Background: an optimization exercise with open tools, aiming at small area, a short achievable clock period and few clock cycles per item. Do not read the settings as production practice. Only simulation tests tie the RTL to the original design; equivalence was not proved. No activity file was given, so power comes from the tool's default toggle rates.

## north
// pipelined_prime_sieve
module pipelined_prime_sieve #(
	parameter int VALUE_BITS = 16,
	parameter int NUM_STAGES = 64
) (
	input  logic                  clk,
	input  logic                  arst_n,
	input  logic                  in_valid,
	output logic                  in_ready,
	input  logic [VALUE_BITS-1:0] in_candidate,
	output logic                  out_valid,
	input  logic                  out_ready,
	output logic [VALUE_BITS-1:0] out_prime_value,
	output logic                  out_table_full
);
Size: ~6500 cells after synthesis, ~1900 flip-flops, roughly 79000 um2 of cells after synthesis.
make LEC_CHECK=0 CAP_MARGIN=20 CORE_MARGIN=2 CORE_UTILIZATION=45 PLACE_DENSITY=0.6 SLEW_MARGIN=20 finish   # period 4.0 ns
run.sh (not shown) runs the stock make flow with config.mk's settings and CLKGATE_MAP_FILE= SYNTH_SCRIPT=/design/flow/synth_recipe.tcl, a recipe that flattens the netlist after the stock synthesis.
Testbench counts of north, summed over its fixed seeds: cycles 22,337, items 6,467.
What south does differently from north at the input level:
--- a/flow/design.v
+++ b/flow/design.v
@@ -21,12 +21,13 @@
 	localparam int NW  = 3;                     
 	localparam int LW  = $clog2(P);
 	localparam int SW  = $clog2(W);
 	localparam int BW  = $clog2(W + 1);
 	localparam int KW  = BW + 2;
 	localparam int TB  = (G + 1) / 2;           
+	localparam int TC  = 2;                     
 	function automatic logic [SW-1:0] ctz(input logic [W-1:0] c);
 		ctz = '0;
 		for (int i = W - 1; i >= 0; i--)
 			if (c[i]) ctz = SW'(i);
 	endfunction
 	function automatic logic [BW-1:0] bitlen(input logic [W-1:0] c);
@@ -68,14 +69,14 @@
 	logic [W-1:1]  head_dp [P];
 	logic [SW-1:0] head_s [P];
 	logic [P*W-1:0] ring [G];
 	logic [KW-1:0] gbl [G];
 	logic [KW-1:0] gbl_h;
 	logic [GW-1:0] rot;
-	logic          tapb;        
-	logic          tapb_q;      
+	logic [1:0]    tapb;        
+	logic [1:0]    tapb_q;      
 	logic [GW-1:0] gsel_q;      
 	logic [NW-1:0] nitr;        
 	logic [CW-1:0] used;
 	logic          h_v, h_pass, h_done;
 	logic [W-1:0]  h_c;
 	logic [KW-1:0] h_key;
@@ -132,13 +133,20 @@
 	assign lapneed = (used >= CW'(P));
 	always_comb
 		for (int g = 0; g < G; g++)
 			ne[g] = (CW'(P * (g + 1)) < used);
 	assign take    = !itv && selh && !h_v && ib_v && !ib_drop;
 	logic [GW-1:0] gsel;
-	assign gsel    = tapb ? ((rot >= GW'(G - TB)) ? rot - GW'(G - TB) : rot + GW'(TB)) : rot;
+	function automatic logic [GW-1:0] gadd(input logic [GW-1:0] r, input int o);
+		logic [GW+1:0] x;
+		x = (GW+2)'(r) + (GW+2)'(o % G);
+		if (x >= (GW+2)'(G))
+			x = x - (GW+2)'(G);
+		gadd = GW'(x);
+	endfunction
+	assign gsel    = (tapb == 2'd1) ? gadd(rot, TB) : (tapb == 2'd2) ? gadd(rot, TC) : rot;
 	assign start_r = !itv && !take && l_v && !l_done && ne[gsel] && !visited[gsel];
 	assign start_b = take || start_r;
 	assign nit_src   = take ? ((used == '0) ? NW'(1) : iters(ib_key, gbl_h)) : nitr;
 	assign last_iter = itv ? (it == nit - 1'b1) : (nit_src == NW'(1));
 	assign hit    = ck_v && |lane_hit;
 	assign hit_h  = hit && !ck_l;
@@ -179,19 +187,21 @@
 	assign h_v_pred     = take || (h_v && !move);
 	assign selh_next    = !h_v_pred && ib_v_next && !ib_drop_next;
 	assign l_v_next     = move || (l_v && !hit_l && !emit_l);
 	assign l_c_next     = move ? h_c : l_c;
 	logic [GW-1:0] ga2, gb2;
 	logic [G-1:0]  need;
-	logic          tapb_next, tapb_n2;
+	logic [1:0]    tapb_next, tapb_n2;
+	logic [GW-1:0] gc2;
+	assign gc2 = gadd(rot, TC + 2);
 	logic [GW-1:0] gsel_next, gsel_n2;
 	assign ga2 = (rot >= GW'(G - 2)) ? rot + GW'(2) - GW'(G) : rot + GW'(2);
 	assign gb2 = (rot >= GW'(G - 2 - TB)) ? rot + GW'(TB + 2) - GW'(G) : rot + GW'(TB + 2);
 	assign need    = ne & ~(move ? '0 : visited);
-	assign tapb_n2 = !need[ga2] && need[gb2];
-	assign gsel_n2 = tapb_n2 ? gb2 : ga2;
+	assign tapb_n2 = need[ga2] ? 2'd0 : need[gb2] ? 2'd1 : need[gc2] ? 2'd2 : 2'd0;
+	assign gsel_n2 = (tapb_n2 == 2'd1) ? gb2 : (tapb_n2 == 2'd2) ? gc2 : ga2;
 	assign tapb_next = tapb_q;
 	assign gsel_next = gsel_q;
 	logic [W-1:1] hw_dp;
 	assign hw_dp = W'((ib_c >> ctz(ib_c)) >> 1);
 	logic itv_next;
 	always_comb begin
@@ -206,13 +216,13 @@
 		logic [W:0]   pre;
 		logic [W-1:0] dpd, mask, mask_h, dp;
 		logic [W-1:1] dsrc;
 		logic [W-1:0] s, c;
 		logic         b;
 		logic [W+1:0] ka, xa, ya, sa, ca;
-		assign x = tapb_next ? ring[TB + 1][l*W +: W] : ring[1][l*W +: W];
+		assign x = (tapb_next == 2'd1) ? ring[TB + 1][l*W +: W] : (tapb_next == 2'd2) ? ring[TC + 1][l*W +: W] : ring[1][l*W +: W];
 		always_comb begin
 			pre[W] = 1'b1;
 			for (int i = W - 1; i >= 1; i--)
 				pre[i] = pre[i + 1] & x[i];
 			pre[0] = 1'b0;
 			dpd[0] = 1'b1;
Results
Diff south and north: fraction of area in clock buffers and inverters lower in south. Final standard cell utilization of the core, south and north: smaller value in north. Path depth of the worst reg2reg path, south and north, lower one = north. Side by side, total power turned out higher in south than in north. Re part of the total power dissipated in the clock network: south is 1.9 points down on north. Of south and north, the lower slack of the worst reg-to-reg path belongs to south. Row critical-path maximum fanout: south higher / north lower. Between north and south, wire length increased.
Testbench counts of south, summed over its fixed seeds: cycles 21,346, items 6,467.

separate check: timing with driven ports:
The flow's constraints put no driver on any port. The routed layouts listed below were extracted and timed again, unchanged, in two steps. Step 1 (the two cells are an assumption about what drives the block):
set clk [get_ports {clk}]
set_driving_cell -lib_cell sky130_fd_sc_hd__clkbuf_16 $clk
set_driving_cell -lib_cell sky130_fd_sc_hd__buf_2 [delete_from_list [all_inputs] $clk]
Step 2 adds t to the input delays and takes it off the output delays; t is the mean of the earliest and latest rising clock arrival at the registers after step 1. Input paths then give back, and output paths get back, about the clock's delay inside the block. Three values: no drivers, after step 1, after step 2; two values: the first two.
| run | t (ns) | slack for setup (ns) | worst data-port slew with drivers (ns) |
|---|---|---|---|
| north | 0.918 | 0.253 / 0.253 / 0.119 | 0.04 |
| south | 0.896 | 0.143 / 0.143 / 0.084 | 0.04 |
After both steps every run listed still meets setup and hold. The setup slack of north, which loses most, moves by 0.000 ns with the drivers and by -0.134 ns with both steps.
